What follows belongs to an exercise in optimizing a design on an open flow for small area and few clock cycles per item; a production flow would make more cautious choices.
The RTL was checked by simulation tests, not by an equivalence proof against the original design.
No activity file was given, so power comes from the tool's default toggle rates.

===== design/flow/design.v =====
package dot_ctrl_pkg;
    localparam int CFG_W = 32;                      
    typedef logic [3:0] bit_idx_t;                  
    typedef logic [5:0] chunk_t;                    
    typedef logic [7:0] group_t;                    
    typedef logic [7:0] credit_t;                   
endpackage
package dot_data_pkg;
    localparam int LANE_W = 32;                     
    typedef logic signed [LANE_W-1:0] lane_t;
    localparam int GUARD_BITS = 4;
    localparam int ACC_W      = LANE_W + GUARD_BITS;
    typedef logic signed [ACC_W-1:0] acc_t;
    localparam acc_t ROUND_BIAS = acc_t'(11);       
endpackage
`timescale 1ns/1ps
module dot_config_regs (
    input  logic                           clk,
    input  logic                           start_i,
    input  logic [dot_ctrl_pkg::CFG_W-1:0] num_epochs_i,
    input  logic [dot_ctrl_pkg::CFG_W-1:0] num_samples_i,
    input  logic [dot_ctrl_pkg::CFG_W-1:0] dimension_i,
    input  logic [dot_ctrl_pkg::CFG_W-1:0] num_bits_i,
    output logic                           empty_o,         
    output dot_ctrl_pkg::group_t           last_epoch_o,
    output dot_ctrl_pkg::group_t           last_group_o,
    output dot_ctrl_pkg::chunk_t           last_chunk_o,
    output dot_ctrl_pkg::bit_idx_t         last_bit_o
);
    logic [9:0] dim_m1;
    assign dim_m1  = dimension_i[9:0] - 10'd1;
    assign empty_o = (num_epochs_i[9:0] == '0) || (num_samples_i[9:2] == '0);
    always_ff @(posedge clk)
    begin
        if (start_i)
        begin
            last_epoch_o <= num_epochs_i[7:0] - 8'd1;
            last_group_o <= num_samples_i[9:2] - 8'd1;
            last_chunk_o <= dim_m1[8:3];
            last_bit_o   <= num_bits_i[3:0] - 4'd1;
        end
    end
endmodule
`timescale 1ns/1ps
module plane_fifo #(
    parameter int WIDTH = 32
) (
    input  logic             wr_en_i,
    input  logic [WIDTH-1:0] wr_data_i,
    input  logic             x_ok_i,                    
    output logic             take_o,
    output logic [WIDTH-1:0] plane_o,                   
    output logic             almost_full_o
);
    assign almost_full_o = !x_ok_i;
    assign take_o        = wr_en_i && x_ok_i;
    assign plane_o       = wr_data_i;
endmodule
`timescale 1ns/1ps
module sample_sequencer #(
    parameter int X_ADDR_BITS = 6
) (
    input  logic                   clk,
    input  logic                   rst_n,
    input  logic                   start_i,
    input  logic                   empty_i,
    input  logic                   x_written_i,
    input  dot_ctrl_pkg::group_t   last_epoch_i,
    input  dot_ctrl_pkg::group_t   last_group_i,
    input  dot_ctrl_pkg::chunk_t   last_chunk_i,
    input  dot_ctrl_pkg::bit_idx_t last_bit_i,
    input  dot_ctrl_pkg::credit_t  x_wr_credit_i,
    input  logic                   take_i,               
    output logic                   x_ok_o,               
    output logic                   x_rd_en_o,
    output logic [X_ADDR_BITS-1:0] x_rd_addr_o,
    output dot_ctrl_pkg::bit_idx_t bit_o,                
    output logic                   first_o,              
    output logic                   last_o,               
    output logic                   done_o
);
    dot_ctrl_pkg::bit_idx_t bit_idx;
    dot_ctrl_pkg::chunk_t   chunk_idx;
    dot_ctrl_pkg::group_t   group_idx;                   
    dot_ctrl_pkg::group_t   epoch_idx;
    dot_ctrl_pkg::credit_t  rd_group;                    
    logic                   later_epoch;                 
    logic                   running;
    logic                   bit_last, chunk_last, group_last, epoch_last, job_last;
    dot_ctrl_pkg::bit_idx_t bit_nxt;
    dot_ctrl_pkg::chunk_t   chunk_nxt;
    dot_ctrl_pkg::credit_t  rd_group_nxt;
    dot_ctrl_pkg::credit_t  rd_group_inc;
    logic                   granted;
    logic                   later_nxt;
    logic                   running_nxt;
    assign bit_last   = (bit_idx == last_bit_i);
    assign chunk_last = (chunk_idx == last_chunk_i);
    assign group_last = (group_idx == last_group_i);
    assign epoch_last = (epoch_idx == last_epoch_i);
    assign last_o     = bit_last && chunk_last;
    assign first_o    = (bit_idx == '0) && (chunk_idx == '0);
    assign job_last   = last_o && group_last && epoch_last;
    assign bit_o      = bit_idx;
    assign bit_nxt      = !take_i ? bit_idx : (bit_last ? '0 : bit_idx + 1'b1);
    assign chunk_nxt    = !(take_i && bit_last) ? chunk_idx : (chunk_last ? '0 : chunk_idx + 1'b1);
    assign rd_group_nxt = rd_group + (take_i && last_o);
    assign later_nxt    = later_epoch || (take_i && last_o && group_last);
    assign running_nxt  = running && !(take_i && job_last);
    assign rd_group_inc = rd_group + 1'b1;
    assign granted      = (take_i && last_o) ? (x_wr_credit_i != rd_group_inc) :
                                               (x_wr_credit_i != rd_group);
    assign x_rd_en_o    = (running_nxt || start_i) && granted && (!later_nxt || x_written_i);
    assign x_rd_addr_o = chunk_nxt[X_ADDR_BITS-1:0];
    always_ff @(posedge clk)
    begin
        if (!rst_n)
        begin
            bit_idx     <= '0;
            chunk_idx   <= '0;
            group_idx   <= '0;
            epoch_idx   <= '0;
            rd_group    <= '0;
            later_epoch <= 1'b0;
            running     <= 1'b0;
            x_ok_o      <= 1'b0;
            done_o      <= 1'b0;
        end
        else
        begin
            bit_idx     <= bit_nxt;
            chunk_idx   <= chunk_nxt;
            rd_group    <= rd_group_nxt;
            later_epoch <= later_nxt;
            running     <= running_nxt || (start_i && !empty_i);
            x_ok_o      <= x_rd_en_o;
            if (take_i && last_o)
            begin
                group_idx <= group_last ? '0 : group_idx + 1'b1;
                if (group_last)
                    epoch_idx <= epoch_idx + 1'b1;
            end
            if ((take_i && job_last) || (start_i && empty_i))
                done_o <= 1'b1;                     
        end
    end
endmodule
`timescale 1ns/1ps
module prefix_carry #(
    parameter int W = 8
) (
    input  logic [W-1:0] g_i,
    input  logic [W-1:0] p_i,
    output logic [W-1:0] c_o
);
    localparam int L = $clog2(W);
    logic [W-1:0] g [L+1];
    logic [W-1:0] p [L+1];
    assign g[0] = g_i;
    assign p[0] = p_i;
    for (genvar l = 0; l < L; l++)
    begin : g_lvl
        for (genvar i = 0; i < W; i++)
        begin : g_bit
            if (i >= (1 << l))
            begin : g_op
                assign g[l+1][i] = g[l][i] | (p[l][i] & g[l][i - (1 << l)]);
                assign p[l+1][i] = p[l][i] & p[l][i - (1 << l)];
            end
            else
            begin : g_pass
                assign g[l+1][i] = g[l][i];
                assign p[l+1][i] = p[l][i];
            end
        end
    end
    assign c_o = g[L];
endmodule
module prefix_adder #(
    parameter int W = 8
) (
    input  logic [W-1:0] a_i,
    input  logic [W-1:0] b_i,
    input  logic         c_i,
    output logic [W-1:0] s_o,
    output logic         c_o
);
    localparam int L = $clog2(W);
    logic [W-1:0] g [L+1];                          
    logic [W-1:0] p [L+1];                          
    logic [W:0]   c;
    assign g[0] = a_i & b_i;
    assign p[0] = a_i ^ b_i;
    for (genvar l = 0; l < L; l++)
    begin : g_lvl
        for (genvar i = 0; i < W; i++)
        begin : g_bit
            if (i >= (1 << l))
            begin : g_op
                assign g[l+1][i] = g[l][i] | (p[l][i] & g[l][i - (1 << l)]);
                assign p[l+1][i] = p[l][i] & p[l][i - (1 << l)];
            end
            else
            begin : g_pass
                assign g[l+1][i] = g[l][i];
                assign p[l+1][i] = p[l][i];
            end
        end
    end
    assign c[0] = c_i;
    for (genvar i = 0; i < W; i++)
    begin : g_c
        assign c[i+1] = g[L][i] | (p[L][i] & c_i);
    end
    assign s_o = p[0] ^ c[W-1:0];
    assign c_o = c[W];
endmodule
module bank_adder_tree #(
    parameter int LANES = 8
) (
    input  logic                                  clk,
    input  logic [LANES*dot_data_pkg::LANE_W-1:0] lanes_i,    
    input  logic [LANES-1:0]                      mask_i,
    output dot_data_pkg::lane_t                   sum_o,      
    output logic [dot_data_pkg::LANE_W/2-1:1]     carry_o     
);
    localparam int LW = dot_data_pkg::LANE_W;
    localparam int NB = LW / 2;
    logic [LW-1:0] leaf [8];
    function automatic logic [2*LW-1:0] csa(input logic [LW-1:0] a, input logic [LW-1:0] b,
                                            input logic [LW-1:0] c);
        logic [LW-1:0] s, cy;
        s  = a ^ b ^ c;
        cy = (a & b) | (a & c) | (b & c);
        csa = {cy[LW-2:0], 1'b0, s};
    endfunction
    for (genvar j = 0; j < 8; j++)
    begin : g_leaf
        assign leaf[j] = mask_i[j] ? lanes_i[j*LW +: LW] : '0;    
    end
    logic [2*LW-1:0] r1a, r1b, r2a, r2b, r3, r4;
    assign r1a = csa(leaf[0], leaf[1], leaf[2]);
    assign r1b = csa(leaf[3], leaf[4], leaf[5]);
    assign r2a = csa(r1a[LW-1:0], r1a[2*LW-1:LW], r1b[LW-1:0]);
    assign r2b = csa(r1b[2*LW-1:LW], leaf[6], leaf[7]);
    assign r3  = csa(r2a[LW-1:0], r2a[2*LW-1:LW], r2b[LW-1:0]);
    assign r4  = csa(r3[LW-1:0], r3[2*LW-1:LW], r2b[2*LW-1:LW]);
    logic [LW-1:0] nib_sum;
    logic [NB:1]   nib_carry;                                       
    for (genvar i = 0; i < NB; i++)
    begin : g_nib
        prefix_adder #(.W(2)) i_prefix_adder (
            .a_i (r4[2*i +: 2]),
            .b_i (r4[LW+2*i +: 2]),
            .c_i (1'b0),
            .s_o (nib_sum[2*i +: 2]),
            .c_o (nib_carry[i+1])
        );
    end
    always_ff @(posedge clk)
    begin
        sum_o   <= nib_sum;
        carry_o <= nib_carry[NB-1:1];
    end
endmodule
`timescale 1ns/1ps
module bit_serial_accumulator #(
    parameter int BANKS = 4
) (
    input  logic                                  clk,
    input  logic [BANKS*dot_data_pkg::LANE_W-1:0] sums_i,     
    input  logic [BANKS*15-1:0]                   carries_i,  
    input  logic [3:0]                            shift_lo_i,  
    input  logic [3:0]                            shift_hi_i,  
    input  logic                                  first_i,    
    output logic [BANKS*dot_data_pkg::LANE_W-1:0] dot_o
);
    localparam int GB = dot_data_pkg::GUARD_BITS;
    localparam int LW = dot_data_pkg::LANE_W;
    localparam int AW = dot_data_pkg::ACC_W;
    localparam int NB = 6;                              
    localparam int BW = AW / NB;                        
    for (genvar i = 0; i < BANKS; i++)
    begin : g_bank
        dot_data_pkg::lane_t sum;
        dot_data_pkg::acc_t  half;
        dot_data_pkg::acc_t  half_sh [4];
        dot_data_pkg::acc_t  part;
        dot_data_pkg::acc_t  part_sh [4];
        dot_data_pkg::acc_t  shifted;
        dot_data_pkg::acc_t  base;
        dot_data_pkg::acc_t  acc;                       
        dot_data_pkg::acc_t  acc_nxt;
        logic [NB-1:1]       pend;                      
        logic [NB-1:1]       pend_nxt;
        dot_data_pkg::acc_t  pend_vec;
        logic [15:0] pr_in;
        logic [14:0] pr_gen;                            
        logic [14:0] pr_all;                            
        for (genvar j = 0; j < 15; j++)
        begin : g_pr_gp
            assign pr_gen[j] = carries_i[15*i+j];
            assign pr_all[j] = &sums_i[i*LW+2*j +: 2];
        end
        prefix_carry #(.W(15)) i_prefix_carry (
            .g_i (pr_gen),
            .p_i (pr_all),
            .c_o (pr_in[15:1])
        );
        assign pr_in[0] = 1'b0;
        for (genvar j = 0; j < 16; j++)
        begin : g_pr
            assign sum[2*j +: 2] = sums_i[i*LW+2*j +: 2] + 2'(pr_in[j]);
        end
        assign half    = $signed({sum, GB'(0)}) >>> 1;
        for (genvar k = 0; k < 4; k++)
        begin : g_sh
            assign half_sh[k] = half >>> k;
            assign part_sh[k] = part >>> (4 * k);
        end
        assign part    = ({AW{shift_lo_i[0]}} & half_sh[0]) | ({AW{shift_lo_i[1]}} & half_sh[1]) |
                         ({AW{shift_lo_i[2]}} & half_sh[2]) | ({AW{shift_lo_i[3]}} & half_sh[3]);
        assign shifted = ({AW{shift_hi_i[0]}} & part_sh[0]) | ({AW{shift_hi_i[1]}} & part_sh[1]) |
                         ({AW{shift_hi_i[2]}} & part_sh[2]) | ({AW{shift_hi_i[3]}} & part_sh[3]);
        assign base    = first_i ? dot_data_pkg::ROUND_BIAS : acc;
        for (genvar j = 0; j < NB; j++)
        begin : g_blk
            logic cin;
            if (j == 0)
            begin : g_first
                assign cin = 1'b0;
            end
            else
            begin : g_rest
                assign cin = pend[j] && !first_i;
            end
            logic cout;
            prefix_adder #(.W(BW)) i_prefix_adder (
                .a_i (base[j*BW +: BW]),
                .b_i (shifted[j*BW +: BW]),
                .c_i (cin),
                .s_o (acc_nxt[j*BW +: BW]),
                .c_o (cout)
            );
            if (j < NB - 1)
            begin : g_carry
                assign pend_nxt[j+1] = cout;
            end
        end
        always_ff @(posedge clk)
        begin
            acc  <= acc_nxt;
            pend <= pend_nxt;
        end
        for (genvar j = 1; j < NB; j++)
        begin : g_pend
            assign pend_vec[j*BW +: BW] = BW'(pend[j]);
        end
        assign pend_vec[BW-1:0] = '0;
        assign dot_o[i*LW +: LW] = 32'((acc + pend_vec) >> GB);   
    end
endmodule
`timescale 1ns/1ps
module dot_product_top #(
    parameter int BANKS       = 4,
    parameter int LANES       = 8,
    parameter int X_ADDR_BITS = 6
) (
    input  logic                                  clk,
    input  logic                                  rst_n,
    input  logic                                  start_i,
    input  logic [dot_ctrl_pkg::CFG_W-1:0]        num_epochs_i,
    input  logic [dot_ctrl_pkg::CFG_W-1:0]        num_samples_i,
    input  logic [dot_ctrl_pkg::CFG_W-1:0]        dimension_i,
    input  logic [dot_ctrl_pkg::CFG_W-1:0]        num_bits_i,
    input  logic [BANKS*LANES-1:0]                a_data_i,
    input  logic                                  a_wr_en_i,
    output logic                                  a_almost_full_o,
    input  logic [7:0]                            x_wr_credit_i,
    input  logic                                  x_written_i,
    output logic                                  x_rd_en_o,
    output logic [X_ADDR_BITS-1:0]                x_rd_addr_o,
    input  logic [LANES*dot_data_pkg::LANE_W-1:0] x_rd_data_i,
    output logic [BANKS*dot_data_pkg::LANE_W-1:0] dot_o,           
    output logic                                  dot_valid_o,
    output logic                                  done_o
);
    localparam int PLANE_W = BANKS * LANES;
    localparam int LW      = dot_data_pkg::LANE_W;
    logic                   empty;
    dot_ctrl_pkg::group_t   last_epoch;
    dot_ctrl_pkg::group_t   last_group;
    dot_ctrl_pkg::chunk_t   last_chunk;
    dot_ctrl_pkg::bit_idx_t last_bit;
    logic                   x_ok;
    logic                   take;
    logic [PLANE_W-1:0]     plane;
    dot_ctrl_pkg::bit_idx_t head_bit;
    logic                   head_first;
    logic                   head_last;
    logic [3:0]             sum_shift_lo;   
    logic [3:0]             sum_shift_hi;
    logic                   sum_first;
    logic [BANKS*LW-1:0]    tree_sum;
    logic [BANKS*15-1:0]    tree_carry;
    logic                   sum_last;
    dot_config_regs i_dot_config_regs (
        .clk, .start_i,
        .num_epochs_i, .num_samples_i, .dimension_i, .num_bits_i,
        .empty_o      (empty),
        .last_epoch_o (last_epoch),
        .last_group_o (last_group),
        .last_chunk_o (last_chunk),
        .last_bit_o   (last_bit)
    );
    plane_fifo #(.WIDTH(PLANE_W)) i_plane_fifo (
        .wr_en_i       (a_wr_en_i),
        .wr_data_i     (a_data_i),
        .x_ok_i        (x_ok),
        .take_o        (take),
        .plane_o       (plane),
        .almost_full_o (a_almost_full_o)
    );
    sample_sequencer #(.X_ADDR_BITS(X_ADDR_BITS)) i_sample_sequencer (
        .clk, .rst_n, .start_i,
        .empty_i      (empty),
        .x_written_i,
        .last_epoch_i (last_epoch),
        .last_group_i (last_group),
        .last_chunk_i (last_chunk),
        .last_bit_i   (last_bit),
        .x_wr_credit_i,
        .take_i       (take),
        .x_ok_o       (x_ok),
        .x_rd_en_o, .x_rd_addr_o,
        .bit_o        (head_bit),
        .first_o      (head_first),
        .last_o       (head_last),
        .done_o
    );
    always_ff @(posedge clk)
    begin
        if (!rst_n)
        begin
            sum_shift_hi <= '0;
            sum_last    <= 1'b0;
            dot_valid_o <= 1'b0;
        end
        else
        begin
            sum_shift_hi <= take ? 4'(1 << head_bit[3:2]) : '0;    
            sum_last    <= take && head_last;
            dot_valid_o <= sum_last;                
        end
    end
    always_ff @(posedge clk)
    begin
        sum_shift_lo <= 4'(1 << head_bit[1:0]);
        sum_first    <= take && head_first;
    end
    for (genvar b = 0; b < BANKS; b++)
    begin : g_bank
        bank_adder_tree #(.LANES(LANES)) i_bank_adder_tree (
            .clk,
            .lanes_i (x_rd_data_i),
            .mask_i  (plane[b*LANES +: LANES]),      
            .sum_o   (tree_sum[b*LW +: LW]),
            .carry_o (tree_carry[15*b +: 15])
        );
    end
    bit_serial_accumulator #(.BANKS(BANKS)) i_bit_serial_accumulator (
        .clk,
        .sums_i    (tree_sum),
        .carries_i (tree_carry),
        .shift_lo_i (sum_shift_lo),
        .shift_hi_i (sum_shift_hi),
        .first_i (sum_first),
        .dot_o
    );
endmodule

===== design/flow/flow/run.sh =====
#!/bin/bash
# The standard layout (standard.sh), with these changes to how it is made:
#  - synthesis is the standard flow's script with -noabc added to Yosys's synth command, so
#    the quick abc pass inside synth does not run before extract_fa; the full
#    adders are then found without inverters between them. The final abc
#    mapping runs ORFS's abc_speed.script up to &put (flow/abc_map.script),
#    without its buffering and sizing steps; the placer's repair sizes and
#    buffers instead. Registers, their names and cells are the standard
#    synthesis's.
#  - ports are buffered with the plain buf_1 cell (the resizer may size it up)
#    instead of the delay-buffer cell buffer_ports picks by itself;
#  - clock tree synthesis adds no dummy loads and clusters up to 22 sinks per
#    leaf buffer (same buffer cells as the standard flow).
# Each step's full log is in orfs/logs/; make's own output goes to flow_make.log.
set -euo pipefail
work=$(pwd)
{
  echo 'proc synth {args} { yosys synth -nofsm -noshare -noabc {*}$args }'
  echo 'proc abc {args} {'
  echo '  set i [lsearch -exact $args -script]'
  echo "  if {\$i >= 0} { lset args [expr {\$i + 1}] $work/flow/abc_map.script }"
  echo '  yosys abc {*}$args'
  echo '}'
  tail -n +2 synth_recipe.tcl
} > flow_synth.tcl
grep -q 'yosys synth -nofsm -noshare {\*}$args' synth_recipe.tcl
grep -q 'source $::env(SCRIPTS_DIR)/synth.tcl' flow_synth.tcl
sed "s|SYNTH_SCRIPT=[^ ]*synth_recipe.tcl|SYNTH_SCRIPT=$work/flow_synth.tcl|" standard.sh > flow_standard.sh
grep -q 'flow_synth.tcl' flow_standard.sh
export BUFFER_PORTS_ARGS="-buffer_cell sky130_fd_sc_hd__buf_1"
export CTS_ARGS="-sink_clustering_enable -repair_clock_nets -dont_use_dummy_load -sink_clustering_size 22 -sink_clustering_max_diameter 100"
bash flow_standard.sh > flow_make.log 2>&1

===== design/flow/flow/abc_map.script =====
&get -n
&st
&dch
&nf
&st
&syn2
&if -g -K 6
&synch2
&nf
&st
&syn2
&if -g -K 6
&synch2
&nf
&st
&syn2
&if -g -K 6
&synch2
&nf
&st
&syn2
&if -g -K 6
&synch2
&nf
&st
&syn2
&if -g -K 6
&synch2
&nf
&put

===== design/flow/standard.sh =====
#!/bin/bash
# synth_recipe.tcl (not shown) runs the flow's synth.tcl, then flattens the netlist and writes it again
# the make line also repeats each setting of config.mk as NAME=value (left out here)
make -C /OpenROAD-flow-scripts/flow DESIGN_CONFIG=/design/flow/config.mk WORK_HOME=/design/flow/orfs CLKGATE_MAP_FILE= SYNTH_SCRIPT=/design/flow/synth_recipe.tcl "${@:-finish}"

===== design/flow/config.mk =====
export PLATFORM = sky130hd
export DESIGN_NAME = dot_product_top
export DESIGN_NICKNAME = dot_product_top
export VERILOG_FILES = /design/flow/design.v
export SDC_FILE = /design/flow/constraint.sdc
export NUM_CORES = 4
export LEC_CHECK = 0
export CAP_MARGIN = 20
export CORE_MARGIN = 2
export CORE_UTILIZATION = 40
export GPL_TIMING_DRIVEN = 0
export SETUP_SLACK_MARGIN = 0.15
export SLEW_MARGIN = 20

===== design/flow/constraint.sdc =====
create_clock -name core_clock -period 5.0 [get_ports {clk}]
set_input_delay 1.0000 -clock core_clock [delete_from_list [all_inputs] [get_ports {clk}]]
set_output_delay 1.0000 -clock core_clock [all_outputs]
set_load 0.01 [all_outputs]

==> flow_metrics.py, run 1 <==
metrics = {
    "worst_setup_path": {
        "critical_path.max_fanout": 4,
        "timing.reg2reg.worst_path_depth": 20,
        "critical-path-top-cell-by-count": "sky130_fd_sc_hd__a31o_1",
        "cp_data_required_time_ps": 5450,
        "critPathCaptureType": "register",
        "arrival_time_reported_for_the_critical_path_endpoint_ps": 5270,
        "timing.critical_path.slowest_cell_delay_ps": 460,
        "chain_of_cells_forming_the_critical_path": "a31o_1 -> a31o_1 -> a31o_1 -> a221o_2 -> o31ai_4 -> a21oi_2 -> a31o_1 -> ha_4 -> a222oi_1 -> nand2_1 -> a22oi_1 -> nand3_1 -> ha_1 -> and3b_1 -> o21ai_2 -> a21boi_2 -> o21a_1 -> o21a_1 -> o21ai_1 -> nand2b_1",
        "cpMaxStageDelayCell": "sky130_fd_sc_hd__a221o_2",
        "worst-setup-path-type": "register to register",
        "r2r_end": "i_bit_serial_accumulator.g_bank[2].pend[5]",
        "r2r_setup_slack_ps": 180,
        "rr_startpoint": "g_bank[2].i_bank_adder_tree.carry_o[2]",
        "crit_path_start_kind": "register",
    },
    "detailed_routing": {
        "detail_route.first_pass.iterations": 14,
        "detail_route.drc_violations": 0,
        "avgViaCountPerCell": 5.57,
        "route.antenna.remaining_nets": 0,
        "detail_route.wirelength_mm": 164,
        "wire_per_inst_um": 23.5,
        "drtIter0Drc": 3376,
        "routed-via-count": 38900,
    },
    "logic_synthesis": {
        "area_share_of_and_or_nand_nor_cells_after_synthesis": 0.244,
        "synth-adder-area-share": 0.411,
        "postSynthRegisterBits": 423,
        "synth.cell_area_mm2": 0.0487,
        "synth-compound-area-share": 0.0955,
        "postSynth.asyncResetShare": 0,
        "yosysSeqAreaShare": 0.179,
        "post_synth_xor_area_fraction": 0.0643,
        "yosysWarningCount": 31,
        "post_synth_inst_count": 4782,
        "dominant_combinational_cell_family_by_area_after_synthesis": "adder cells",
        "synth_fp_nets": 6323,
        "synth_top_flop_cell": "sky130_fd_sc_hd__dfxtp_1",
        "synth_enable_flop_cells": 26,
        "post_synth_mux_area_share": 0.000617,
        "synth.avg_cell_area_um2": 10.2,
        "yosys.cell_types.count": 52,
    },
    "final_layout": {
        "leading_cell_type_in_the_layout_fill_and_taps_excluded": "sky130_fd_sc_hd__and2_0",
        "fin_cells": 6990,
        "multiInputGateArea_mm2": 0.0401,
        "post_route_cells_drive_above_1_share": 0.0429,
        "area_growth_syn_to_layout_pct": 12.8,
        "seqCellArea_mm2": 0.00877,
        "finalCoreUtilization": 0.456,
        "final_cell_mix": "1012 x sky130_fd_sc_hd__and2_0, 808 x sky130_fd_sc_hd__fa_1, 561 x sky130_fd_sc_hd__nand2_1",
        "n_fill_cell": 11500,
        "nNetsFinal": 6904,
    },
    "global_routing": {
        "grt.total_usage": 0.262,
        "largest_net_degree_at_the_start_of_global_routing": 73,
        "grt_first_pass_wirelength_mm": 249,
        "antenna_found_initial": 41,
        "overflow": 0,
        "first_global_vias": 40600,
    },
    "place": {
        "dpl.cell_count": 6907,
        "detailed_place_hpwl_mm": 134,
        "placement.setup.worst_slack_ps": -1060,
        "io_buffers": 469,
        "gpl.final_weighted_congestion": 0.930,
    },
    "floorplan": {
        "top_level_ports": 567,
        "chipWidth_um": 353,
        "die_h_um": 353,
        "rows": 127,
        "core_area_mm2": 0.120,
        "floorplan.die_area_mm2": 0.124,
        "start_util": 0.404,
    },
    "worst_hold_path": {
        "min_path_type": "register to register",
        "timing.hold.worst_path_depth": 1,
        "hold_path_end": "dot_valid_o",
        "hold_path.startpoint": "sum_last",
    },
    "pwr": {
        "power_density_mw_per_mm2": 438,
        "vdd.ir_drop.worst_mv": 0.279,
        "leak_pwr_nw": 23.3,
    },
    "outcome": {
        "status": "timing/DRC/antenna clean",
    },
    "timing": {
        "worst_slack_ps": 180,
        "hold_slack_ps": 478,
        "unrepaired_setup_endpoints_after_global_routing": "true",
        "slew_headroom": 0.410,
        "pins_over_slew_limit": 0,
        "finClkSkew_ps": 83.8,
        "final-hold-violation-count": 0,
        "tns_ps": 0,
        "fmax_mhz": 207,
        "max_slew.worst_pin.slew_ps": 878,
        "final.period_utilization": 0.964,
        "timing.final.crit_period_ps": 4820,
        "finalSetupViolations": 0,
    },
    "cts": {
        "clock_tree_from_tritoncts": "done",
        "clock_sink_count": 423,
        "insertion_delay_ps": 640,
        "cts_htree_levels": 1,
        "clkSlewWorstSetupHoldPaths_ps": 90,
        "clk_path_buf_depth": 3,
        "numCtsBuffers": 26,
        "cts-root-buf": "sky130_fd_sc_hd__clkbuf_16",
    },
    "run": {
        "drv_cap": 0,
    },
}
area by class of cell:
class                   instances  share of cell area
multi-input cells            4293               0.731
flip-flops and latches        423               0.160
repair buffers                553              0.0549
well taps                    1612              0.0367
clock buffers                  26              0.0119
inverters                      58             0.00397
plain buffers                   8             0.00109
diodes                         17            0.000775
worst max path at each step:
| stage | end | start | cells after the start |
|---|---|---|---|
| after detailed placement | i_bit_serial_accumulator.g_bank[3].pend[4] | g_bank[3].i_bank_adder_tree.sum_o[5] | 20 |
| after CTS | i_bit_serial_accumulator.g_bank[3].pend[4] | g_bank[3].i_bank_adder_tree.sum_o[9] | 20 |
| after global placement | i_bit_serial_accumulator.g_bank[3].pend[5] | sum_shift_lo[3] | 12 |
| after floorplan | i_bit_serial_accumulator.g_bank[0].pend[5] | sum_shift_lo[3] | 12 |
| final | i_bit_serial_accumulator.g_bank[2].pend[5] | g_bank[2].i_bank_adder_tree.carry_o[2] | 20 |
| after global routing | i_bit_serial_accumulator.g_bank[2].acc[29] | g_bank[2].i_bank_adder_tree.carry_o[2] | 20 |
where the power goes:
| group | leakage [nW] | switching, W | internal [W] |
|---|---|---|---|
| clock network | 0.321 | 0.00118 | 0.000920 |
| registers | 3.56 | 0.00120 | 0.00480 |
| logic | 19.4 | 0.00968 | 0.00625 |
routing by layer:
| metal | GRT usage | share of wire | up-vias |
|---|---|---|---|
| met2 | 0.428 | 0.46 | 1574 |
| met5 | 0 | 0.0017 | - |
| met1 | 0.344 | 0.42 | 19400 |
| met4 | 0.0830 | 0.037 | 44 |
| li1 | - | - | 17500 |
| met3 | 0.0596 | 0.081 | 370 |
stage by stage:
| step | power (W) | instance area, um2 |
|---|---|---|
| 3_3_place_gp | 0.0210 | 52400 |
| 2_1_floorplan | 0.0150 | 48700 |
| 4_1_cts | 0.0237 | 54400 |
| 3_5_place_dp | 0.0213 | 53400 |
| 6_report | 0.0240 | 54900 |
| 5_1_grt | 0.0260 | 54900 |
logic make-up after synthesis:
kind of cell / count (synthesis)
adder cells (fa/ha/maj): 1112
multiplexers: 3
XOR/XNOR: 357
AND/OR/NAND/NOR: 2212
AO/OA/AOI/OAI: 609
buffers and inverters: 66
flip-flops: 423
synth_stat cells (38+ instances only):
cell,count,area [um2]
sky130_fd_sc_hd__and2_0,1012,6330
sky130_fd_sc_hd__xnor2_1,191,1670
sky130_fd_sc_hd__nor2_1,202,758
sky130_fd_sc_hd__xor2_1,166,1450
sky130_fd_sc_hd__a21oi_1,38,190
sky130_fd_sc_hd__dfxtp_1,397,7950
sky130_fd_sc_hd__fa_1,808,16200
sky130_fd_sc_hd__nand3_1,58,290
sky130_fd_sc_hd__nand2_1,563,2110
sky130_fd_sc_hd__o21a_1,40,300
sky130_fd_sc_hd__ha_1,304,3800
sky130_fd_sc_hd__a222oi_1,128,1280
sky130_fd_sc_hd__nor3_1,56,280
sky130_fd_sc_hd__a22oi_1,196,1470
sky130_fd_sc_hd__o21ai_0,78,390
sky130_fd_sc_hd__clkinv_1,58,218
sky130_fd_sc_hd__nor2b_1,157,982
sequential cells by signal (all words and copies together) (netlist names), 4 cells and up:
name,cells
i_sample_sequencer.epoch_idx,8
i_bit_serial_accumulator.g_bank.pend,20
i_dot_config_regs.last_chunk_o,6
i_bit_serial_accumulator.g_bank.acc,144
g_bank.i_bank_adder_tree.sum_o,128
i_sample_sequencer.group_idx,8
i_sample_sequencer.chunk_idx,6
g_bank.i_bank_adder_tree.carry_o,56
i_dot_config_regs.last_epoch_o,8
i_sample_sequencer.rd_group,8
i_dot_config_regs.last_bit_o,4
sum_shift_lo,4
sum_shift_hi,4
i_sample_sequencer.bit_idx,4
i_dot_config_regs.last_group_o,8
critical path, delay by kind of cell, from the launching register on:
kind            cells  cell delay, ps
compound gates     14            3150
fa+ha+maj           2             540
flops               1             330
simple gates        4             600
timing repair:
action                     4_1_cts  5_1_grt
pin swaps                       18       66
setup endpoints to repair       77       39
hold buffers                     0        0
setup buffers                    7       33
hold endpoints to repair         0        0
gates cloned                     0        0
gates resized for setup         50       73
Testbench counts, summed over its fixed seeds: cycles 17,588, planes 17,153.
==> run 2, diff against run 1 <==
--- a/design/flow/config.mk
+++ b/design/flow/config.mk
@@ -10,4 +10,5 @@
 export CORE_UTILIZATION = 40
 export GPL_TIMING_DRIVEN = 0
-export SETUP_SLACK_MARGIN = 0.15
+export PLACE_DENSITY = 0.75
+export SETUP_SLACK_MARGIN = 0.1
 export SLEW_MARGIN = 20
==> run 2 against run 1 <==
Net effect:
- total power up 0.49%
- largest power group unchanged
- non-clock buffer count down 19
- still clean on timing, DRC and antenna
- combinational power about the same
- clock power about the same
- critical path type is now primary input to register
- clock skew up 5.4 ps
- largest cell class unchanged
- final area down 0.25%
- sequential share of layout area about the same
==> flow_metrics.py, run 2 <==
metrics = {
    "outcome": {
        "status": "timing/DRC/antenna clean",
    },
    "logic_synthesis": {
        "synth.area.top_cells": "sky130_fd_sc_hd__fa_1 33%, sky130_fd_sc_hd__dfxtp_1 16%, sky130_fd_sc_hd__and2_0 13%, sky130_fd_sc_hd__ha_1 7.8%, sky130_fd_sc_hd__nand2_1 4.3%",
        "yosysWarningCount": 31,
        "post_synth_inst_count": 4782,
        "synth_top_flop_cell": "sky130_fd_sc_hd__dfxtp_1",
        "synth_fp_nets": 6323,
        "postSynthRegisterBits": 423,
        "synth_top_cells_by_count": "1012 x sky130_fd_sc_hd__and2_0, 808 x sky130_fd_sc_hd__fa_1, 563 x sky130_fd_sc_hd__nand2_1",
        "post-synth-top-area-cell": "sky130_fd_sc_hd__fa_1",
        "yosys.cell_types.count": 52,
        "synth.top_cell.area_share": 0.332,
        "postSynth.asyncResetShare": 0,
        "synth.cell_area_mm2": 0.0487,
        "yosysMostFrequentCell": "sky130_fd_sc_hd__and2_0",
        "yosysSeqAreaShare": 0.179,
        "synth_enable_flop_cells": 26,
        "synth.avg_cell_area_um2": 10.2,
    },
    "global_routing": {
        "largest_net_degree_at_the_start_of_global_routing": 77,
        "grt_first_pass_wirelength_mm": 251,
        "first_global_vias": 41500,
        "grt.total_usage": 0.263,
        "antenna_found_initial": 62,
        "overflow": 0,
    },
    "worst_setup_path": {
        "cpMaxStageDelayCell": "sky130_fd_sc_hd__xnor2_1",
        "r2r_setup_slack_ps": 270,
        "arrival_time_reported_for_the_critical_path_endpoint_ps": 5230,
        "worst-setup-path-type": "primary input to register",
        "critPathCaptureType": "register",
        "crit_path_start_kind": "primary input",
        "rr_startpoint": "g_bank[3].i_bank_adder_tree.sum_o[7]",
        "timing.reg2reg.worst_path_depth": 20,
        "timing.critical_path.slowest_cell_delay_ps": 620,
        "critical-path-top-cell-by-count": "sky130_fd_sc_hd__fa_1",
        "critical_path.max_fanout": 21,
        "r2r_end": "i_bit_serial_accumulator.g_bank[3].pend[5]",
        "chain_of_cells_forming_the_critical_path": "buf_2 -> buf_12 -> and2_0 -> fa_1 -> fa_1 -> fa_1 -> fa_1 -> ha_1 -> xor2_1 -> xnor2_1 -> xnor2_1 -> xnor2_1",
        "cp_data_required_time_ps": 5440,
    },
    "timing": {
        "max_slew.worst_pin.slew_ps": 919,
        "unrepaired_setup_endpoints_after_global_routing": "false",
        "pins_over_slew_limit": 0,
        "final-hold-violation-count": 0,
        "finClkSkew_ps": 89.2,
        "finalSetupViolations": 0,
        "fmax_mhz": 209,
        "final.period_utilization": 0.958,
        "timing.final.crit_period_ps": 4790,
        "slew_headroom": 0.382,
    },
    "floorplan": {
        "start_util": 0.404,
        "floorplan.die_area_mm2": 0.124,
        "die_h_um": 353,
        "core_area_mm2": 0.120,
        "rows": 127,
        "chipWidth_um": 353,
        "top_level_ports": 567,
    },
    "cts": {
        "postCtsHoldBufs": 0,
        "clkSlewWorstSetupHoldPaths_ps": 90,
        "cts_htree_levels": 1,
        "insertion_delay_ps": 640,
        "cts-root-buf": "sky130_fd_sc_hd__clkbuf_16",
        "clk_path_buf_depth": 3,
        "clock_tree_from_tritoncts": "done",
        "clock_sink_count": 423,
        "numCtsBuffers": 26,
    },
    "run": {
        "drv_cap": 0,
    },
    "detailed_routing": {
        "route.antenna.remaining_nets": 0,
        "routed-via-count": 40000,
        "detail_route.drc_violations": 0,
        "detail_route.wirelength_mm": 166,
        "wire_per_inst_um": 23.8,
        "avgViaCountPerCell": 5.72,
        "detail_route.first_pass.iterations": 13,
        "drtIter0Drc": 4414,
    },
    "final_layout": {
        "nNetsFinal": 6885,
        "fin_cells": 6988,
        "top_regs": "i_bit_serial_accumulator.g_bank.acc (144), g_bank.i_bank_adder_tree.sum_o (128), g_bank.i_bank_adder_tree.carry_o (56)",
        "area_growth_syn_to_layout_pct": 12.5,
        "post_route_cells_drive_above_1_share": 0.0365,
        "n_fill_cell": 11300,
        "leading_cell_type_in_the_layout_fill_and_taps_excluded": "sky130_fd_sc_hd__and2_0",
        "largest_register_ff_count": 144,
        "final_cell_mix": "1012 x sky130_fd_sc_hd__and2_0, 808 x sky130_fd_sc_hd__fa_1, 562 x sky130_fd_sc_hd__nand2_1",
        "largest-register": "i_bit_serial_accumulator.g_bank.acc",
    },
    "place": {
        "detailed_place_hpwl_mm": 136,
        "io_buffers": 469,
        "gpl.final_weighted_congestion": 0.970,
        "dpl.cell_count": 6907,
    },
    "pwr": {
        "power_density_mw_per_mm2": 441,
        "p_total_w": 0.0242,
        "leak_pwr_nw": 23.2,
        "vdd.ir_drop.worst_mv": 0.319,
    },
    "worst_hold_path": {
        "hold_path_end": "dot_valid_o",
        "min_path_type": "register to register",
        "timing.hold.worst_path_depth": 1,
        "hold_path.startpoint": "sum_last",
    },
}
[run 2: cell counts after synthesis]
No cell type changed its count.
[run 2: what timing repair did]
| action | CTS | global route |
|---|---|---|
| pin swaps | 8 | 31 |
| setup endpoints to repair | 55 | 42 |
| gates resized for setup | 25 | 71 |
| setup buffers | 5 | 16 |
[run 2: metrics by stage]
| stage | hold slack [ps] | TNS [ps] | worst slack (ps) | instance area (um2) | utilization |
|---|---|---|---|---|---|
| 2_1_floorplan | 413 | 0 | 222 | 48700 | - |
| 3_3_place_gp | 416 | -215830 | -1850 | 52400 | 0.436 |
| 3_5_place_dp | 433 | -15540 | -870 | 53500 | 0.445 |
| 4_1_cts | 457 | 0 | 87.4 | 54300 | 0.451 |
| 5_1_grt | 482 | 0 | 39.8 | 54700 | 0.455 |
| 6_report | 455 | 0 | 208 | 54800 | 0.455 |
[run 2: cell families (layout without fill, tap and decap cells)]
logic type                 after synthesis  count (layout)  share of synthesized area
and+or+nand+nor                       2212            2212                      0.244
adders and majority gates             1112            1112                      0.411
AOI/OAI and AO/OA                      609             609                     0.0955
DFF                                    423             423                      0.179
xor gates and xnor gates               357             357                     0.0643
buffers and inverters                   66             626                    0.00571
muxes                                    3               3                   0.000617
other                                    0              34                          0
[run 2: worst max-delay path by stage]
stage / start / end / slack, ps / cells past startpoint
after floorplan: sum_shift_lo[3] / i_bit_serial_accumulator.g_bank[0].pend[5] / 220 / 12
after global placement: sum_shift_lo[3] / i_bit_serial_accumulator.g_bank[3].pend[5] / -1850 / 12
after detailed placement: g_bank[3].i_bank_adder_tree.sum_o[5] / i_bit_serial_accumulator.g_bank[3].acc[23] / -870 / 20
after CTS: g_bank[3].i_bank_adder_tree.carry_o[2] / i_bit_serial_accumulator.g_bank[3].pend[4] / 90 / 21
after global routing: g_bank[2].i_bank_adder_tree.carry_o[2] / i_bit_serial_accumulator.g_bank[2].acc[29] / 40 / 20
final: a_data_i[20] / g_bank[2].i_bank_adder_tree.sum_o[31] / 210 / 12
[run 2: per-layer routing]
| layer | track usage | vias up | routed length (um) |
|---|---|---|---|
| li1 | - | 17500 | - |
| met1 | 0.337 | 19800 | 64800 |
| met2 | 0.413 | 2156 | 74600 |
| met3 | 0.0804 | 482 | 18900 |
| met4 | 0.111 | 44 | 7760 |
| met5 | 0 | - | 306 |
[run 2: worst max-delay path: cells and delay by family]
kind / cells / cell delay [ps]
buffers and inverters: 2 / 590
adder cells (fa/ha/maj): 5 / 2310
XOR/XNOR: 4 / 1090
AND/OR/NAND/NOR: 1 / 190
[run 2: final cells by class]
type                    count  area (um2)  area share
inverters                  58         218     0.00398
multi-input cells        4293       40000       0.731
flip-flops and latches    423        8760       0.160
clock buffers              26         651      0.0119
diodes                     34        85.1     0.00155
repair buffers            534        2910      0.0532
plain buffers               8        60.1     0.00110
well taps                1612        2020      0.0368
[run 2: power by group]
group / switching [W] / leakage [nW] / internal (W) / total, W
Combinational: 0.00981 / 19.4 / 0.00624 / 0.0160
Sequential: 0.00121 / 3.56 / 0.00479 / 0.00600
Clock: 0.00118 / 0.321 / 0.000919 / 0.00210
==> run 3, diff against run 2 <==
--- a/design/flow/config.mk
+++ b/design/flow/config.mk
@@ -10,5 +10,4 @@
 export CORE_UTILIZATION = 40
 export GPL_TIMING_DRIVEN = 0
-export PLACE_DENSITY = 0.75
 export SETUP_SLACK_MARGIN = 0.1
 export SLEW_MARGIN = 20
==> run 3 against run 2 <==
Net effect:
- critical endpoint is now i_bit_serial_accumulator.g_bank[2].pend[5]
- highest routed layer unchanged
- sequential cell count is the same
- worst setup slack gained 3.7 ps
- combinational power is essentially flat
- clock skew shrank 5.8 ps
- count of clock-buffer cells in the layout is the same
==> flow_metrics.py, run 3 <==
metrics = {
    "logic_synthesis": {
        "yosysWarningCount": 31,
        "post-synth-top-area-cell": "sky130_fd_sc_hd__fa_1",
        "synth.top_cell.area_share": 0.332,
        "synth.area.top_cells": "sky130_fd_sc_hd__fa_1 33%, sky130_fd_sc_hd__dfxtp_1 16%, sky130_fd_sc_hd__and2_0 13%, sky130_fd_sc_hd__ha_1 7.8%, sky130_fd_sc_hd__nand2_1 4.3%",
        "dominant_combinational_cell_family_by_area_after_synthesis": "adder cells",
        "post_synth_xor_area_fraction": 0.0643,
        "postSynthRegisterBits": 423,
        "post_synth_inst_count": 4782,
        "yosysSeqAreaShare": 0.179,
        "synth.cell_area_mm2": 0.0487,
        "area_share_of_and_or_nand_nor_cells_after_synthesis": 0.244,
        "post_synth_mux_area_share": 0.000617,
        "yosysMostFrequentCell": "sky130_fd_sc_hd__and2_0",
        "yosys.cell_types.count": 52,
        "synth_enable_flop_cells": 26,
        "synth_fp_nets": 6323,
        "postSynth.asyncResetShare": 0,
        "synth.avg_cell_area_um2": 10.2,
        "synth_top_flop_cell": "sky130_fd_sc_hd__dfxtp_1",
        "synth-compound-area-share": 0.0955,
        "synth_top_cells_by_count": "1012 x sky130_fd_sc_hd__and2_0, 808 x sky130_fd_sc_hd__fa_1, 563 x sky130_fd_sc_hd__nand2_1",
        "synth-adder-area-share": 0.411,
    },
    "cts": {
        "clkSlewWorstSetupHoldPaths_ps": 90,
        "clock_tree_from_tritoncts": "done",
        "cts_htree_levels": 1,
        "clock_sink_count": 423,
        "insertion_delay_ps": 640,
        "numCtsBuffers": 26,
        "clk_path_buf_depth": 3,
        "cts-root-buf": "sky130_fd_sc_hd__clkbuf_16",
        "postCtsHoldBufs": 0,
    },
    "final_layout": {
        "leading_cell_type_in_the_layout_fill_and_taps_excluded": "sky130_fd_sc_hd__and2_0",
        "top_regs": "i_bit_serial_accumulator.g_bank.acc (144), g_bank.i_bank_adder_tree.sum_o (128), g_bank.i_bank_adder_tree.carry_o (56)",
        "final_cell_mix": "1012 x sky130_fd_sc_hd__and2_0, 808 x sky130_fd_sc_hd__fa_1, 562 x sky130_fd_sc_hd__nand2_1",
        "area_growth_syn_to_layout_pct": 12.6,
        "largest-register": "i_bit_serial_accumulator.g_bank.acc",
        "largest_register_ff_count": 144,
        "nNetsFinal": 6893,
        "n_fill_cell": 11500,
        "fin_cells": 6981,
        "post_route_cells_drive_above_1_share": 0.0398,
        "finalCoreUtilization": 0.455,
    },
    "detailed_routing": {
        "drtIter0Drc": 3397,
        "detail_route.wirelength_mm": 164,
        "wire_per_inst_um": 23.5,
        "route.antenna.remaining_nets": 0,
        "routed-via-count": 38800,
        "detail_route.drc_violations": 0,
        "detail_route.first_pass.iterations": 11,
        "avgViaCountPerCell": 5.56,
    },
    "timing": {
        "max_slew.worst_pin.slew_ps": 886,
        "finalSetupViolations": 0,
        "final.period_utilization": 0.958,
        "timing.final.crit_period_ps": 4790,
        "finClkSkew_ps": 83.4,
        "worst_slack_ps": 212,
        "final-hold-violation-count": 0,
        "pins_over_slew_limit": 0,
        "unrepaired_setup_endpoints_after_global_routing": "true",
        "fmax_mhz": 209,
        "slew_headroom": 0.405,
    },
    "place": {
        "io_buffers": 469,
        "gpl.final_weighted_congestion": 0.930,
        "detailed_place_hpwl_mm": 134,
        "placement.setup.worst_slack_ps": -1060,
        "dpl.cell_count": 6907,
    },
    "floorplan": {
        "chipWidth_um": 353,
        "start_util": 0.404,
        "floorplan.die_area_mm2": 0.124,
        "top_level_ports": 567,
        "rows": 127,
        "core_area_mm2": 0.120,
        "die_h_um": 353,
    },
    "worst_setup_path": {
        "cp_data_required_time_ps": 5450,
        "critical_path.n_buffers_inverters": 0,
        "timing.critical_path.max_delay_family": "compound AO/OA/AOI/OAI gates",
        "critical_path.max_fanout": 4,
        "crit_path_start_kind": "register",
        "critical-path-top-cell-by-count": "sky130_fd_sc_hd__a31o_1",
        "chain_of_cells_forming_the_critical_path": "a31o_1 -> a31o_1 -> a31o_1 -> a221o_2 -> o31ai_4 -> a21oi_2 -> a31o_1 -> ha_4 -> a222oi_1 -> nand2_1 -> a22oi_1 -> nand3_1 -> ha_1 -> and3b_1 -> o21ai_2 -> a21boi_2 -> o21a_1 -> o21a_1 -> o21ai_1 -> nand2b_1",
        "critPathCaptureType": "register",
        "cpMaxStageDelayCell": "sky130_fd_sc_hd__a221o_2",
        "timing.critical_path.slowest_cell_delay_ps": 470,
        "worst-setup-path-type": "register to register",
        "arrival_time_reported_for_the_critical_path_endpoint_ps": 5240,
    },
    "global_routing": {
        "first_global_vias": 40600,
        "largest_net_degree_at_the_start_of_global_routing": 73,
        "grt.total_usage": 0.261,
        "antenna_found_initial": 41,
        "grt_first_pass_wirelength_mm": 249,
        "overflow": 0,
    },
    "pwr": {
        "vdd.ir_drop.worst_mv": 0.278,
        "leak_pwr_nw": 23.3,
        "power_density_mw_per_mm2": 437,
    },
    "outcome": {
        "status": "timing/DRC/antenna clean",
    },
    "worst_hold_path": {
        "min_path_type": "register to register",
    },
    "run": {
        "drv_cap": 0,
    },
}
run 3: cell counts after synthesis:
Identical to the previous run, type by type.
run 3: report_power, final:
part / internal [W] / total (W) / switching, W / leakage [nW]
clock network: 0.000920 / 0.00210 / 0.00118 / 0.321
registers: 0.00480 / 0.00600 / 0.00121 / 3.56
logic: 0.00620 / 0.0158 / 0.00964 / 19.4
total: 0.0119 / 0.0239 / 0.0120 / 23.3
run 3: per-stage QoR:
step                      setup TNS (ps)  instance area (um2)  hold WS, ps  total power, W
after detailed placement          -23690                53400          456          0.0213
after global placement           -270490                52400          445          0.0210
final                                  0                54800          476          0.0239
after global routing                   0                54800          521          0.0259
after CTS                              0                54300          484          0.0237
after floorplan                        0                48700          413          0.0150
run 3: final cells by class:
| class | instances | area [um2] | area share |
|---|---|---|---|
| well taps | 1612 | 2020 | 0.0368 |
| clock buffers | 26 | 651 | 0.0119 |
| repair buffers | 542 | 2930 | 0.0535 |
| flip-flops and latches | 423 | 8770 | 0.160 |
| plain buffers | 8 | 60.1 | 0.00110 |
| diodes | 19 | 47.5 | 0.000868 |
| inverters | 58 | 218 | 0.00397 |
| multi-input cells | 4293 | 40100 | 0.732 |
run 3: worst register-to-register path, cell delays in order (launching register included):
cell and delay, ps:
sky130_fd_sc_hd__dfxtp_1 320, sky130_fd_sc_hd__a31o_1 240, sky130_fd_sc_hd__a31o_1 220, sky130_fd_sc_hd__a31o_1 240, sky130_fd_sc_hd__a221o_2 470, sky130_fd_sc_hd__o31ai_4 290, sky130_fd_sc_hd__a21oi_2 110, sky130_fd_sc_hd__a31o_1 230
sky130_fd_sc_hd__ha_4 290, sky130_fd_sc_hd__a222oi_1 350, sky130_fd_sc_hd__nand2_1 190, sky130_fd_sc_hd__a22oi_1 200, sky130_fd_sc_hd__nand3_1 140, sky130_fd_sc_hd__ha_1 280, sky130_fd_sc_hd__and3b_1 190, sky130_fd_sc_hd__o21ai_2 160
sky130_fd_sc_hd__a21boi_2 90, sky130_fd_sc_hd__o21a_1 200, sky130_fd_sc_hd__o21a_1 210, sky130_fd_sc_hd__o21ai_1 130, sky130_fd_sc_hd__nand2b_1 60
run 3: metal layers:
layer	up-vias	routed length, um	GRT usage
met5	-	230	0
met1	19400	68500	0.344
li1	17500	-	-
met3	349	14000	0.0587
met4	36	5980	0.0861
met2	1553	75600	0.426
run 3: cells by family (layout without fill, tap and decap cells):
family / after synthesis / in the layout
compound gates: 609 / 609
buf+inv: 66 / 634
other cells: 0 / 19
xor+xnor: 357 / 357
fa+ha+maj: 1112 / 1112
simple gates: 2212 / 2212
mux: 3 / 3
flops: 423 / 423
run 3: path summary, 6_finish.rpt:
| kind | from | to | slack, ps | cells after the start |
|---|---|---|---|---|
| worst min-delay path | sum_last | dot_valid_o | 480 | 1 |
| worst min register to register | sum_last | dot_valid_o | 480 | 1 |
| worst max-delay path | g_bank[2].i_bank_adder_tree.sum_o[4] | i_bit_serial_accumulator.g_bank[2].pend[5] | 210 | 20 |
| worst max register to register | g_bank[2].i_bank_adder_tree.sum_o[4] | i_bit_serial_accumulator.g_bank[2].pend[5] | 210 | 20 |
run 3: timing repair:
action / 4_1_cts / 5_1_grt
setup endpoints to repair: 71 / 40
setup buffers: 4 / 25
gates resized for setup: 40 / 77
pin swaps: 15 / 53
cloned: 0 / 0
==> run 4, diff against run 3 <==
--- a/design/flow/design.v
+++ b/design/flow/design.v
@@ -279,5 +279,5 @@
     localparam int LW = dot_data_pkg::LANE_W;
     localparam int AW = dot_data_pkg::ACC_W;
-    localparam int NB = 6;                              
+    localparam int NB = 4;                              
     localparam int BW = AW / NB;                        
     for (genvar i = 0; i < BANKS; i++)
==> run 4 against run 3 <==
Net effect:
- synthesized cell count decreased by 1.9%
- sequential cell count decreased by 8
- routed wire length decreased by 0.37%
==> flow_metrics.py, run 4 <==
metrics = {
    "outcome": {
        "status": "timing/DRC/antenna clean",
    },
    "final_layout": {
        "area_growth_syn_to_layout_pct": 12.0,
        "largest-register": "i_bit_serial_accumulator.g_bank.acc",
        "finalCoreUtilization": 0.452,
        "fin_cells": 6869,
        "nNetsFinal": 6768,
        "largest_register_ff_count": 144,
        "post_route_cells_drive_above_1_share": 0.0334,
        "final_cell_mix": "1014 x sky130_fd_sc_hd__and2_0, 800 x sky130_fd_sc_hd__fa_1, 523 x sky130_fd_sc_hd__nand2_1",
        "top_regs": "i_bit_serial_accumulator.g_bank.acc (144), g_bank.i_bank_adder_tree.sum_o (128), g_bank.i_bank_adder_tree.carry_o (56)",
        "n_fill_cell": 11600,
        "leading_cell_type_in_the_layout_fill_and_taps_excluded": "sky130_fd_sc_hd__and2_0",
    },
    "worst_setup_path": {
        "rr_startpoint": "g_bank[3].i_bank_adder_tree.carry_o[2]",
        "r2r_setup_slack_ps": 310,
        "timing.reg2reg.worst_path_depth": 17,
        "crit_path_start_kind": "primary input",
        "critical-path-top-cell-by-count": "sky130_fd_sc_hd__fa_1",
        "cp_data_required_time_ps": 5390,
        "arrival_time_reported_for_the_critical_path_endpoint_ps": 5260,
        "cpMaxStageDelayCell": "sky130_fd_sc_hd__xnor2_1",
        "critPathCaptureType": "register",
        "timing.critical_path.max_delay_family": "adder cells",
        "worst-setup-path-type": "primary input to register",
        "timing.critical_path.slowest_cell_delay_ps": 660,
        "r2r_end": "i_bit_serial_accumulator.g_bank[3].pend[3]",
        "chain_of_cells_forming_the_critical_path": "buf_2 -> buf_12 -> and2_0 -> fa_1 -> fa_1 -> fa_1 -> fa_1 -> ha_1 -> xor2_1 -> xnor2_1 -> xnor2_1 -> xnor2_1",
        "critical_path.n_buffers_inverters": 2,
        "critical_path.max_fanout": 21,
    },
    "timing": {
        "timing.final.crit_period_ps": 4880,
        "finClkSkew_ps": 68.1,
        "fmax_mhz": 205,
        "final.period_utilization": 0.976,
        "pins_over_slew_limit": 0,
        "max_slew.worst_pin.slew_ps": 913,
        "unrepaired_setup_endpoints_after_global_routing": "false",
        "finalSetupViolations": 0,
        "slew_headroom": 0.389,
        "hold_slack_ps": 475,
        "final-hold-violation-count": 0,
    },
    "worst_hold_path": {
        "timing.hold.worst_path_depth": 1,
        "hold_path.startpoint": "sum_last",
        "min_path_type": "register to register",
        "hold_path_end": "dot_valid_o",
    },
    "detailed_routing": {
        "detail_route.first_pass.iterations": 12,
        "drtIter0Drc": 3525,
        "wire_per_inst_um": 23.8,
        "detail_route.wirelength_mm": 164,
        "detail_route.drc_violations": 0,
        "route.antenna.remaining_nets": 0,
        "routed-via-count": 38500,
        "avgViaCountPerCell": 5.61,
    },
    "pwr": {
        "pwr-share-clk": 0.087,
        "power_density_mw_per_mm2": 445,
        "share_comb_of_total_power": 0.671,
        "vdd.ir_drop.worst_mv": 0.310,
        "leak_pwr_nw": 23.3,
        "netSwitchingFraction": 0.506,
        "p_seq_frac": 0.242,
        "internal_power_w": 0.0119,
        "switching_power_summed_over_all_nets_w": 0.0122,
    },
    "place": {
        "gpl.final_weighted_congestion": 0.919,
        "dpl.cell_count": 6815,
        "io_buffers": 469,
        "detailed_place_hpwl_mm": 134,
    },
    "cts": {
        "clock_tree_from_tritoncts": "done",
        "clk_path_buf_depth": 3,
        "clkSlewWorstSetupHoldPaths_ps": 90,
        "cts_htree_levels": 1,
        "insertion_delay_ps": 630,
        "postCtsHoldBufs": 0,
        "numCtsBuffers": 26,
        "cts-root-buf": "sky130_fd_sc_hd__clkbuf_16",
        "clock_sink_count": 415,
    },
    "logic_synthesis": {
        "yosysSeqAreaShare": 0.177,
        "yosysMostFrequentCell": "sky130_fd_sc_hd__and2_0",
        "synth.cell_area_mm2": 0.0485,
        "synth_fp_nets": 6216,
        "synth_enable_flop_cells": 26,
        "yosys.cell_types.count": 51,
        "synth.area.top_cells": "sky130_fd_sc_hd__fa_1 33%, sky130_fd_sc_hd__dfxtp_1 16%, sky130_fd_sc_hd__and2_0 13%, sky130_fd_sc_hd__ha_1 7.6%, sky130_fd_sc_hd__nand2_1 4.1%",
        "synth.avg_cell_area_um2": 10.3,
        "post_synth_inst_count": 4691,
        "synth_top_flop_cell": "sky130_fd_sc_hd__dfxtp_1",
        "synth.top_cell.area_share": 0.330,
        "yosysWarningCount": 31,
        "synth_top_cells_by_count": "1014 x sky130_fd_sc_hd__and2_0, 800 x sky130_fd_sc_hd__fa_1, 525 x sky130_fd_sc_hd__nand2_1",
        "postSynth.asyncResetShare": 0,
        "post-synth-top-area-cell": "sky130_fd_sc_hd__fa_1",
        "postSynthRegisterBits": 415,
    },
    "floorplan": {
        "die_h_um": 352,
        "chipWidth_um": 352,
        "start_util": 0.404,
        "rows": 127,
        "floorplan.die_area_mm2": 0.124,
        "core_area_mm2": 0.120,
        "top_level_ports": 567,
    },
    "global_routing": {
        "grt_first_pass_wirelength_mm": 248,
        "antenna_found_initial": 49,
        "overflow": 0,
        "largest_net_degree_at_the_start_of_global_routing": 69,
        "first_global_vias": 40500,
        "grt.total_usage": 0.262,
    },
    "run": {
        "drv_cap": 0,
    },
}
==> run 4: logic make-up after synthesis <==
logic type | Yosys count | share of synthesized area
and+or+nand+nor | 2076 | 0.233
adders and majority gates | 1096 | 0.407
AOI/OAI and AO/OA | 629 | 0.101
xor gates and xnor gates | 417 | 0.0753
DFF | 415 | 0.177
buffers and inverters | 52 | 0.00557
muxes | 6 | 0.00126
==> run 4: worst max path at each step <==
stage	slack, ps	startpoint	end	cells after the start
after global placement	-2020	sum_shift_lo[3]	i_bit_serial_accumulator.g_bank[3].acc[34]	10
after CTS	120	g_bank[3].i_bank_adder_tree.carry_o[8]	i_bit_serial_accumulator.g_bank[3].pend[3]	17
after floorplan	250	sum_shift_lo[3]	i_bit_serial_accumulator.g_bank[0].acc[34]	10
final	120	a_data_i[28]	g_bank[3].i_bank_adder_tree.sum_o[31]	12
after detailed placement	-740	g_bank[3].i_bank_adder_tree.sum_o[5]	i_bit_serial_accumulator.g_bank[3].pend[3]	17
after global routing	80	g_bank[0].i_bank_adder_tree.carry_o[2]	i_bit_serial_accumulator.g_bank[0].acc[24]	18
==> run 4: power by group through the flow <==
stage	Combinational, W	Clock (W)	Sequential [W]
2_1_floorplan	0.00960	0	0.00555
3_3_place_gp	0.0155	0	0.00590
3_5_place_dp	0.0158	0	0.00589
4_1_cts	0.0160	0.00219	0.00582
5_1_grt	0.0178	0.00229	0.00600
6_report	0.0162	0.00211	0.00584
==> run 4: final cells by class <==
type	instances	area, um2	share of cell area
plain buffers	20	150	0.00277
diodes	16	40.0	0.000737
flip-flops and latches	415	8600	0.158
repair buffers	524	2820	0.0520
well taps	1612	2020	0.0371
clock buffers	26	651	0.0120
multi-input cells	4224	39900	0.735
inverters	32	120	0.00221
==> run 4: metal layers <==
layer | track usage | vias up | wire [um]
met2 | 0.433 | 1545 | 76200
met5 | 0 | - | 318
li1 | - | 17200 | -
met3 | 0.0577 | 321 | 13500
met1 | 0.346 | 19400 | 68900
met4 | 0.0677 | 48 | 4710
==> run 4: per-stage QoR <==
step                      total power (W)  TNS [ps]  setup slack [ps]  instance area, um2
after floorplan                    0.0152         0               248               48500
after global placement             0.0214   -321840             -2020               52300
after detailed placement           0.0217    -12610              -743               53300
after CTS                          0.0240         0               116               54000
final                              0.0242         0               122               54300
after global routing               0.0261         0              83.2               54300
==> run 4: repair_timing <==
| item | in CTS | in global routing |
|---|---|---|
| pin swaps | 3 | 12 |
| endpoints found under the hold margin | 0 | 0 |
| setup endpoints to repair | 52 | 33 |
| cloned | 0 | 0 |
| gates resized for setup | 16 | 24 |
| buffers inserted | 2 | 10 |
Testbench counts of run 4, summed over its fixed seeds: cycles 17,588, planes 17,153.
==> run 5, diff against run 4 <==
--- a/design/flow/config.mk
+++ b/design/flow/config.mk
@@ -10,4 +10,4 @@
 export CORE_UTILIZATION = 40
 export GPL_TIMING_DRIVEN = 0
-export SETUP_SLACK_MARGIN = 0.1
+export SETUP_SLACK_MARGIN = 0.2
 export SLEW_MARGIN = 20
==> run 5 against run 4 <==
Net effect:
- routed wire length about the same
- final area increased by 0.12%
- synthesized area unchanged
- largest power group unchanged
- highest routed layer unchanged
- register-to-register slack about the same
- hold slack about the same
- non-clock buffer count unchanged
- worst setup slack improved by 180 ps
- clock power about the same
==> flow_metrics.py, run 5 <==
metrics = {
    "outcome": {
        "status": "timing/DRC/antenna clean",
    },
    "logic_synthesis": {
        "synth.area.top_cells": "sky130_fd_sc_hd__fa_1 33%, sky130_fd_sc_hd__dfxtp_1 16%, sky130_fd_sc_hd__and2_0 13%, sky130_fd_sc_hd__ha_1 7.6%, sky130_fd_sc_hd__nand2_1 4.1%",
        "synth_top_cells_by_count": "1014 x sky130_fd_sc_hd__and2_0, 800 x sky130_fd_sc_hd__fa_1, 525 x sky130_fd_sc_hd__nand2_1",
        "yosysSeqAreaShare": 0.177,
        "synth_fp_nets": 6216,
        "synth-compound-area-share": 0.101,
        "post_synth_xor_area_fraction": 0.0753,
        "synth_enable_flop_cells": 26,
        "post_synth_mux_area_share": 0.00126,
        "synth.avg_cell_area_um2": 10.3,
        "synth_top_flop_cell": "sky130_fd_sc_hd__dfxtp_1",
        "yosys.cell_types.count": 51,
        "post_synth_inst_count": 4691,
        "synth.cell_area_mm2": 0.0485,
        "area_share_of_and_or_nand_nor_cells_after_synthesis": 0.233,
        "postSynthRegisterBits": 415,
        "yosysWarningCount": 31,
        "post-synth-top-area-cell": "sky130_fd_sc_hd__fa_1",
        "dominant_combinational_cell_family_by_area_after_synthesis": "adder cells",
        "synth.top_cell.area_share": 0.330,
        "synth-adder-area-share": 0.407,
        "postSynth.asyncResetShare": 0,
        "yosysMostFrequentCell": "sky130_fd_sc_hd__and2_0",
    },
    "global_routing": {
        "grt.total_usage": 0.262,
        "global_route.usage.met1": 0.346,
        "use_met2": 0.434,
        "globalRouteMet3Util": 0.0577,
        "gr-max-usage-layer": "met2",
        "antenna_found_initial": 50,
        "overflow": 0,
        "first_global_vias": 40500,
        "grt_first_pass_wirelength_mm": 248,
        "largest_net_degree_at_the_start_of_global_routing": 69,
    },
    "cts": {
        "numCtsBuffers": 26,
        "clkSlewWorstSetupHoldPaths_ps": 90,
        "insertion_delay_ps": 630,
        "clk_path_buf_depth": 3,
        "cts_htree_levels": 1,
        "clock_sink_count": 415,
        "clock_tree_from_tritoncts": "done",
        "cts-root-buf": "sky130_fd_sc_hd__clkbuf_16",
    },
    "final_layout": {
        "finalCoreUtilization": 0.453,
        "leading_cell_type_in_the_layout_fill_and_taps_excluded": "sky130_fd_sc_hd__and2_0",
        "nNetsFinal": 6768,
        "post_route_cells_drive_above_1_share": 0.0351,
        "area_growth_syn_to_layout_pct": 12.1,
        "final_cell_area_mm2": 0.0544,
        "top_regs": "i_bit_serial_accumulator.g_bank.acc (144), g_bank.i_bank_adder_tree.sum_o (128), g_bank.i_bank_adder_tree.carry_o (56)",
        "final_cell_mix": "1014 x sky130_fd_sc_hd__and2_0, 800 x sky130_fd_sc_hd__fa_1, 524 x sky130_fd_sc_hd__nand2_1",
        "largest-register": "i_bit_serial_accumulator.g_bank.acc",
        "fin_cells": 6869,
        "largest_register_ff_count": 144,
    },
    "worst_setup_path": {
        "cpMaxStageDelayCell": "sky130_fd_sc_hd__a211oi_4",
        "arrival_time_reported_for_the_critical_path_endpoint_ps": 5210,
        "rr_startpoint": "g_bank[3].i_bank_adder_tree.carry_o[2]",
        "cp_data_required_time_ps": 5510,
        "r2r_end": "i_bit_serial_accumulator.g_bank[3].acc[34]",
        "worst-setup-path-type": "register to register",
        "r2r_setup_slack_ps": 310,
        "timing.critical_path.slowest_cell_delay_ps": 410,
        "critical-path-top-cell-by-count": "sky130_fd_sc_hd__a31o_1",
        "chain_of_cells_forming_the_critical_path": "a31oi_2 -> a211oi_4 -> a211oi_4 -> buf_4 -> o31ai_4 -> a31o_1 -> a31o_1 -> ha_4 -> a222oi_1 -> nand2_1 -> a22oi_1 -> nand2_1 -> ha_1 -> a21o_1 -> a31o_1 -> a41oi_2 -> a21boi_0 -> xor2_1",
        "crit_end": "i_bit_serial_accumulator.g_bank[3].acc[34]",
        "setup.worst_path.start": "g_bank[3].i_bank_adder_tree.carry_o[2]",
        "critPathCaptureType": "register",
        "timing.reg2reg.worst_path_depth": 18,
        "crit_path_start_kind": "register",
        "critical_path.max_fanout": 4,
    },
    "place": {
        "io_buffers": 469,
        "gpl.final_weighted_congestion": 0.919,
        "placement.setup.worst_slack_ps": -743,
        "detailed_place_hpwl_mm": 134,
        "placedInstanceArea_mm2": 0.0533,
        "dpl.cell_count": 6815,
    },
    "floorplan": {
        "die_h_um": 352,
        "start_util": 0.404,
        "floorplan.die_area_mm2": 0.124,
        "top_level_ports": 567,
        "chipWidth_um": 352,
        "rows": 127,
        "core_area_mm2": 0.120,
    },
    "worst_hold_path": {
        "min_path_type": "register to register",
    },
    "detailed_routing": {
        "detail_route.first_pass.iterations": 12,
        "route.antenna.remaining_nets": 0,
        "avgViaCountPerCell": 5.60,
        "detail_route.wirelength_mm": 164,
        "routed-via-count": 38500,
        "detail_route.drc_violations": 0,
        "wire_per_inst_um": 23.8,
        "drtIter0Drc": 3415,
    },
    "timing": {
        "final-hold-violation-count": 0,
        "max_slew.worst_pin.slew_ps": 840,
        "pins_over_slew_limit": 0,
        "unrepaired_setup_endpoints_after_global_routing": "true",
        "worst_slack_ps": 306,
        "timing.final.crit_period_ps": 4690,
        "final.period_utilization": 0.939,
        "hold_slack_ps": 475,
        "finalSetupViolations": 0,
        "finClkSkew_ps": 73.3,
        "slew_headroom": 0.438,
        "fmax_mhz": 213,
    },
    "pwr": {
        "leak_pwr_nw": 23.3,
        "power_density_mw_per_mm2": 446,
        "vdd.ir_drop.worst_mv": 0.312,
    },
    "run": {
        "drv_cap": 0,
    },
}
-- run 5: cell counts after synthesis --
Identical to the previous run, type by type.
-- run 5: how the worst min path moves through the flow --
| stage | startpoint | end | cells past startpoint |
|---|---|---|---|
| finish | sum_last | dot_valid_o | 1 |
| CTS | sum_last | dot_valid_o | 1 |
| global placement | sum_last | dot_valid_o | 1 |
| detailed placement | sum_last | dot_valid_o | 1 |
| floorplan | sum_last | dot_valid_o | 1 |
| global route | sum_last | dot_valid_o | 1 |
-- run 5: what timing repair did --
action / CTS / global route
setup buffers: 2 / 10
hold buffers: 0 / 0
resized for setup: 23 / 27
hold endpoints to repair: 0 / 0
pin swaps: 3 / 17
setup endpoints to repair: 63 / 38
-- run 5: cell type report --
class	instances	area [um2]
plain buffers	20	150
inverters	32	120
fillers	11600	65800
multi-input cells	4224	40000
repair buffers	524	2820
well taps	1612	2020
flip-flops and latches	415	8600
diodes	16	40.0
clock buffers	26	651
-- run 5: report_power, final --
group          switching (W)  total (W)  internal (W)
Combinational        0.00992     0.0163       0.00635
Sequential           0.00113    0.00586       0.00473
Clock                0.00119    0.00211      0.000920
Total                 0.0122     0.0242        0.0120
-- run 5: logic make-up (layout without fill, tap and decap cells) --
logic type / count (synthesis) / count (layout)
xor+xnor: 417 / 417
flops: 415 / 415
other cells: 0 / 16
fa+ha+maj: 1096 / 1096
mux: 6 / 6
buf+inv: 52 / 602
compound gates: 629 / 629
simple gates: 2076 / 2076
-- run 5: worst max-delay path: cells and delay by family (launching register included) --
| kind | cells | cell delay (ps) |
|---|---|---|
| adders and majority gates | 2 | 580 |
| xor gates and xnor gates | 1 | 160 |
| and+or+nand+nor | 2 | 390 |
| buffers and inverters | 1 | 180 |
| DFF | 1 | 370 |
| AOI/OAI and AO/OA | 12 | 2890 |
-- run 5: metal layers --
layer  wire length (um)  vias to the layer above
met1              69300                    19400
met4               4610                       44
met3              13100                      329
met5                298                        -
li1                   -                    17200
met2              76500                     1491
-- run 5: per-stage QoR --
stage	total power [W]	TNS, ps
finish	0.0242	0
global route	0.0262	0
CTS	0.0240	0
detailed placement	0.0217	-12610
global placement	0.0214	-321840
floorplan	0.0152	0

-- separate check: timing with driven ports --
In the flow no input, the clock included, has a driving cell. The finished layouts below were timed again as built, in two steps. Step 1: set_driving_cell puts a clkbuf_16 on clk and a buf_2 on each other input, an assumption about the parent block. Step 2, shift: input delay + t, output delay - t, t = (earliest + latest rising clock arrival at the registers) / 2. This alone moves slack from input paths to output paths. Slacks: no drivers / after step 1 / after step 2; pairs: no drivers / after step 1.
| run | shift t [ns] | setup slack, ns |
|---|---|---|
| run 1 | 0.665 | 0.180 / 0.180 / -0.414 |
| run 2 | 0.659 | 0.208 / 0.252 / -0.407 |
| run 3 | 0.664 | 0.212 / 0.212 / -0.349 |
| run 4 | 0.668 | 0.122 / 0.170 / -0.498 |
| run 5 | 0.665 | 0.306 / 0.306 / -0.185 |
Met with ideal ports but missed after step 2: setup timing in every run listed.
